What follows belongs to an exercise in optimizing a design on an open flow for small area; a production flow would make more cautious choices.
The RTL was checked by simulation tests, not by an equivalence proof against the original design.
Power figures rest on the tool's default switching activity, not on a simulated workload. The clock port is modelled as an ideal driver; clocking choices that lean on that would not hold on a real chip.

Setup of v51:
Design int_regfile_sb, start of the top module:
module int_regfile_sb #(
  parameter int XLEN   = 32,
  parameter int NREGS  = 32,
  parameter int NRD    = 2,
  parameter int BYPASS = 1,
  localparam int AW    = $clog2(NREGS)
) (
  input  logic              clk,
  input  logic              rst,
  input  logic              rd_we,
  input  logic [AW-1:0]     rd_idx,
  input  logic [XLEN-1:0]   rd_data,
  input  logic [NRD-1:0]    rs_re,
  input  logic [NRD*AW-1:0] rs_idx,
  output logic [NRD*XLEN-1:0] rs_data,
  output logic [NRD-1:0]    rs_valid,
  input  logic              sb_set,
  input  logic [AW-1:0]     sb_idx,
  output logic [NRD-1:0]    hazard,
  output logic [NREGS-1:0]  pending
);
  logic [NREGS-1:1][XLEN-1:0] r_regs;
  logic [NREGS-1:1]           r_live;
  logic [NREGS-1:1]           r_pend;
  logic [NREGS-1:1]           w_wsel;
  logic [NREGS-1:1]           w_ssel;
  logic [NRD-1:0]             r_valid;
  logic [NRD*AW-1:0]          r_ridx;
  for (genvar i = 1; i < NREGS; i++) begin : g_reg
    assign w_wsel[i] = rd_we && (rd_idx == AW'(i));
    assign w_ssel[i] = sb_set && (sb_idx == AW'(i));
    always_ff @(posedge clk) begin
      if (w_wsel[i]) r_regs[i] <= rd_data;
    end
    always_ff @(posedge clk or posedge rst) begin
      if (rst) begin
        r_live[i] <= 1'b0;
        r_pend[i] <= 1'b0;
      end else begin
        if (w_wsel[i]) r_live[i] <= 1'b1;
        r_pend[i] <= w_ssel[i] | (r_pend[i] & ~w_wsel[i]);
      end
    end
  end
  assign pending = {r_pend, 1'b0};
  always_ff @(posedge clk or posedge rst) begin
    if (rst) r_valid <= '0;
    else     r_valid <= rs_re;
  end
  assign rs_valid = r_valid;
  always_ff @(posedge clk) begin
    r_ridx <= rs_idx;
  end
  for (genvar g = 0; g < NRD; g++) begin : g_rd
    logic [AW-1:0]   w_idx;
    logic [AW-1:0]   w_ridx;
    logic [XLEN-1:0] w_data;
    assign w_idx  = rs_idx[g*AW +: AW];
    assign w_ridx = r_ridx[g*AW +: AW];
    logic [NREGS-1:0] w_sel;
    assign w_sel[0] = 1'b0;
    for (genvar i = 1; i < NREGS; i++) begin : g_sel
      assign w_sel[i] = (w_ridx == AW'(i)) & r_live[i];
    end
    int_regfile_sb_rdmux #(.XLEN(XLEN), .NREGS(NREGS)) u_mux (
      .i_sel  (w_sel),
      .i_regs ({r_regs, {XLEN{1'b0}}}),
      .o_data (w_data)
    );
    assign rs_data[g*XLEN +: XLEN] = w_data;
    assign hazard[g] = rs_re[g] & pending[w_idx] & ~(rd_we && (rd_idx == w_idx));
  end
  ...
export LEC_CHECK = 0
export CAP_MARGIN = 20
export CORE_MARGIN = 2
export CORE_UTILIZATION = 60
export SLEW_MARGIN = 20
export SYNTH_HIERARCHICAL = 1
create_clock -name core_clock -period 5.0 [get_ports {clk}]
standard.sh (not shown) runs the stock make flow with config.mk's settings and CLKGATE_MAP_FILE= SYNTH_SCRIPT=/design/flow/synth_recipe.tcl, a recipe that flattens the netlist after the stock synthesis.
==> flow/flow/run.sh <==
#!/bin/bash
# The standard ORFS layout with three changes:
#  * port buffers are the smallest plain buffer instead of a delay cell,
#  * clock-tree sinks are clustered into larger groups (fewer leaf buffers),
#  * no dummy loads are added to the clock tree.
set -euo pipefail
export BUFFER_PORTS_ARGS="-buffer_cell sky130_fd_sc_hd__buf_1"
export CTS_ARGS="-sink_clustering_enable -repair_clock_nets -sink_clustering_size 26 -sink_clustering_max_diameter 80 -dont_use_dummy_load"
bash standard.sh finish > standard.log 2>&1
No stage failed in v51, and the final checks on the layout all came back clean.
The inputs of v27 differ from those of v51 as listed below.
- changing CORE_UTILIZATION from 60 to 40
- setting PLACE_DENSITY to 0.75 for the first time
diff --git a/flow/flow/run.sh b/flow/flow/run.sh
--- a/flow/flow/run.sh
+++ b/flow/flow/run.sh
@@ -7,3 +7,3 @@
 export BUFFER_PORTS_ARGS="-buffer_cell sky130_fd_sc_hd__buf_1"
-export CTS_ARGS="-sink_clustering_enable -repair_clock_nets -sink_clustering_size 26 -sink_clustering_max_diameter 80 -dont_use_dummy_load"
+export CTS_ARGS="-sink_clustering_enable -repair_clock_nets -sink_clustering_size 30 -sink_clustering_max_diameter 80 -dont_use_dummy_load"
 bash standard.sh finish > standard.log 2>&1
--- outcome ---
- v27 went all the way through the flow, and no timing, DRC or antenna check failed.
- As far as detailed-route DRC error count goes, v27 and v51 are indistinguishable; the numbers are identical.
- The worst setup timing slack at the placement stage reported for v27 is greater than that of v51 by 0.0095 ns.
- Clock power share, v51 and v27: larger value in v51
- Compared to v51, the router laid down less metal wire for v27.
- Going from v51 to v27, final net count shrank by a few percent.
- On achievable frequency, v27 does better than v51.
- Against v51, total power in v27 fell slightly.
- v27 vs. v51: final non-filler cell area now sits at about the same level; worst hold slack after final layout now sits lower; non-clock buffer total of the final layout now sits lower; proportion of cell area spent on the clock network now sits lower.
Modified inputs, v26 compared to v27
- PLACE_DENSITY removed (was 0.75)
==> flow/run.sh (new file) <==
#!/bin/bash
# synth_recipe.tcl (not shown) runs the flow's synth.tcl, then flattens the netlist and writes it again
# the make line also repeats each setting of config.mk as NAME=value (left out here)
make -C /OpenROAD-flow-scripts/flow DESIGN_CONFIG=/design/flow/config.mk WORK_HOME=/design/flow/orfs CLKGATE_MAP_FILE= SYNTH_SCRIPT=/design/flow/synth_recipe.tcl finish
removed: flow/flow/run.sh
removed: flow/standard.sh
[summary]
- Finished, but not clean: v26, with setup timing.
- Taking v27 as the reference, in v26 post-route clock period utilization shows an increase of 5.3 points; number of failing setup endpoints in the final timing report went up by 7; worst setup slack lower.
- Between v26 and v27, it is v26 whose total length of routed wires is higher, by 14000 um.

---

== job 1714 ==
int_regfile_sb, a different RTL version from the one above (not shown whole).
Size: roughly 3600 cells after synthesis, roughly 1100 flip-flops, roughly 160 I/O pins, ~40000 sq um of cells after synthesis.
Design int_regfile_sb, start of the top module:
module int_regfile_sb #(
  parameter int XLEN   = 32,
  parameter int NREGS  = 32,
  parameter int NRD    = 2,
  parameter int BYPASS = 1,
  localparam int AW    = $clog2(NREGS)
) (
  input  logic              clk,
  input  logic              rst,
  input  logic              rd_we,
  input  logic [AW-1:0]     rd_idx,
  input  logic [XLEN-1:0]   rd_data,
  input  logic [NRD-1:0]    rs_re,
  input  logic [NRD*AW-1:0] rs_idx,
  output logic [NRD*XLEN-1:0] rs_data,
  output logic [NRD-1:0]    rs_valid,
  input  logic              sb_set,
  input  logic [AW-1:0]     sb_idx,
  output logic [NRD-1:0]    hazard,
  output logic [NREGS-1:0]  pending
);
  logic [NREGS-1:1][XLEN-1:0] r_regs;
  logic [NREGS-1:1][XLEN-1:0] w_regs_nxt;
  logic [NREGS-1:1]           r_live;
  logic [NREGS-1:1]           r_pend;
  logic [NREGS-1:1]           w_wsel;
  logic [NREGS-1:1]           w_wsel_n;
  logic [NREGS-1:1]           w_ssel;
  logic [XLEN-1:0]            w_col;
  logic                       r_phase;
  logic [NRD-1:0]             r_valid;
  always_ff @(posedge clk or posedge rst) begin
    if (rst) r_phase <= 1'b0;
    else     r_phase <= ~r_phase;
  end
  assign w_col = rd_data ^ {XLEN{r_phase}};
  for (genvar i = 1; i < NREGS; i++) begin : g_reg
    assign w_wsel[i]   = rd_we && (rd_idx == AW'(i));
  ...
export LEC_CHECK = 0
export CAP_MARGIN = 20
export CORE_MARGIN = 2
export CORE_UTILIZATION = 40
export PLACE_DENSITY = 0.75
export SLEW_MARGIN = 20
export SYNTH_HIERARCHICAL = 1
create_clock -name core_clock -period 5.0 [get_ports {clk}]
==> flow/flow/run.sh <==
#!/bin/bash
# The standard ORFS layout with three changes:
#  * port buffers are the smallest plain buffer instead of a delay cell,
#  * clock-tree sinks are clustered into larger groups (fewer leaf buffers),
#  * no dummy loads are added to the clock tree.
set -euo pipefail
export BUFFER_PORTS_ARGS="-buffer_cell sky130_fd_sc_hd__buf_1"
export CTS_ARGS="-sink_clustering_enable -repair_clock_nets -sink_clustering_size 30 -sink_clustering_max_diameter 80 -dont_use_dummy_load"
bash standard.sh finish > standard.log 2>&1
The layout from job 1714, despite a flow that completed every stage, fails the layout checks, with the failing checks listed as negative setup slack.
What job 3284 does differently from job 1714 at the input level:
- PLACE_DENSITY: 0.75 -> unset
- SETUP_SLACK_MARGIN: unset -> 0.2
--- a/flow/flow/run.sh
+++ b/flow/flow/run.sh
@@ -8 +8 @@
-export CTS_ARGS="-sink_clustering_enable -repair_clock_nets -sink_clustering_size 30 -sink_clustering_max_diameter 80 -dont_use_dummy_load"
+export CTS_ARGS="-sink_clustering_enable -repair_clock_nets -sink_clustering_size 26 -sink_clustering_max_diameter 80 -dont_use_dummy_load"
## What came out
- Diff job 1714 -> job 3284: overall fraction of global-route tracks in use has increased, maximum number of pins on one net before global-route repair went up by 13, met1 track utilization from global routing shows an increase of 2.5 points.
- Summary of job 3284 over job 1714: utilization has remained practically unchanged; standby leakage power has decreased; via total after detailed routing has decreased.
- The combinational power share of job 3284 falls short of that of job 1714 by 0.5 points.
- Compared with job 1714, in job 3284 setup slack higher; total power picked up an extra about 1.7%.
- Job 3284: PASS, flow complete, no timing, DRC or antenna violations
- On job 3284: non-clock buffer count is 46 lower than what job 1714 gave.
Changes in job 367 relative to job 3284:
- a deleted SETUP_SLACK_MARGIN that had been 0.2
Notes after the runs:
Looking at the reports, job 3284 completed the entire flow and the layout it produced met the timing, DRC and antenna checks. Job 367 had finished all stages when the layout checks came back failing, citing negative setup slack. As far as async set-reset flop share out of synthesis goes, job 367 and job 3284 are indistinguishable; the numbers are identical. As far as global-route wire length before repair is concerned, job 367 and job 3284 perform about the same. Job 367 falls short of job 3284 in worst slew margin relative to its limit. Between job 3284 and job 367, the difference in part of the power in combinational logic is negligible. Job 367 against job 3284: power density of the placed cells ~0 delta, wire length ~0 delta. From job 3284 to job 367, number of nets produced by synthesis did not move at all.
What job 5594 does differently from job 367 at the input level:
- an added SETUP_SLACK_MARGIN of 0.2
--- a/flow/flow/run.sh
+++ b/flow/flow/run.sh
@@ -8 +8 @@
-export CTS_ARGS="-sink_clustering_enable -repair_clock_nets -sink_clustering_size 26 -sink_clustering_max_diameter 80 -dont_use_dummy_load"
+export CTS_ARGS="-sink_clustering_enable -repair_clock_nets -sink_clustering_size 30 -sink_clustering_max_diameter 80 -dont_use_dummy_load"
Job 5594 ran to completion and came out clean on the timing, DRC and antenna checks. Summary of job 5594 over job 367: sequential share of layout area comparable; final cell utilization of the core comparable. As far as total detailed-routing wirelength is concerned, job 367 and job 5594 perform about the same. Compared with job 367, in job 5594 power fell by about 1.1%, relative contribution of the clock network to total power has decreased. Comparing job 367 with job 5594, the via count of the routed design came out essentially unchanged.

-- port drivers added, routing unchanged --
The flow's constraints put no driver on any port. The routed layouts listed below were extracted and timed again, unchanged, in two steps. Step 1 (the two cells are an assumption about what drives the block):
set clk [get_ports {clk}]
set_driving_cell -lib_cell sky130_fd_sc_hd__clkbuf_16 $clk
set_driving_cell -lib_cell sky130_fd_sc_hd__buf_2 [delete_from_list [all_inputs] $clk]
Step 2 times the ports against the registers' clock, not the clock port: input delays grow and output delays shrink by t, the midpoint of the rising clock arrivals with the driver on. Slacks: no drivers / after step 1 / after step 2; pairs: no drivers / after step 1.
| run | shift t [ns] | setup WS [ns] | worst setup path after step 2 | worst data-port slew with drivers (ns) | cell pins on the clock port's net |
|---|---|---|---|---|---|
| v51 | 0.710 | 0.036 / -0.034 / 0.676 | register to output | 0.07 | 1 |
| v27 | 0.672 | 0.108 / 0.044 / 0.716 | register to output | 0.08 | 1 |
| v26 | 0.769 | -0.157 / -0.230 / 0.360 | input to output | 0.09 | 1 |
| job 1714 | 0.710 | -0.037 / -0.116 / 0.594 | register to output | 0.08 | 1 |
| job 3284 | 0.722 | 0.164 / 0.087 / 0.809 | register to output | 0.04 | 1 |
| job 367 | 0.723 | -0.005 / -0.081 / 0.641 | register to output | 0.04 | 1 |
| job 5594 | 0.701 | 0.183 / 0.106 / 0.807 | register to output | 0.05 | 1 |
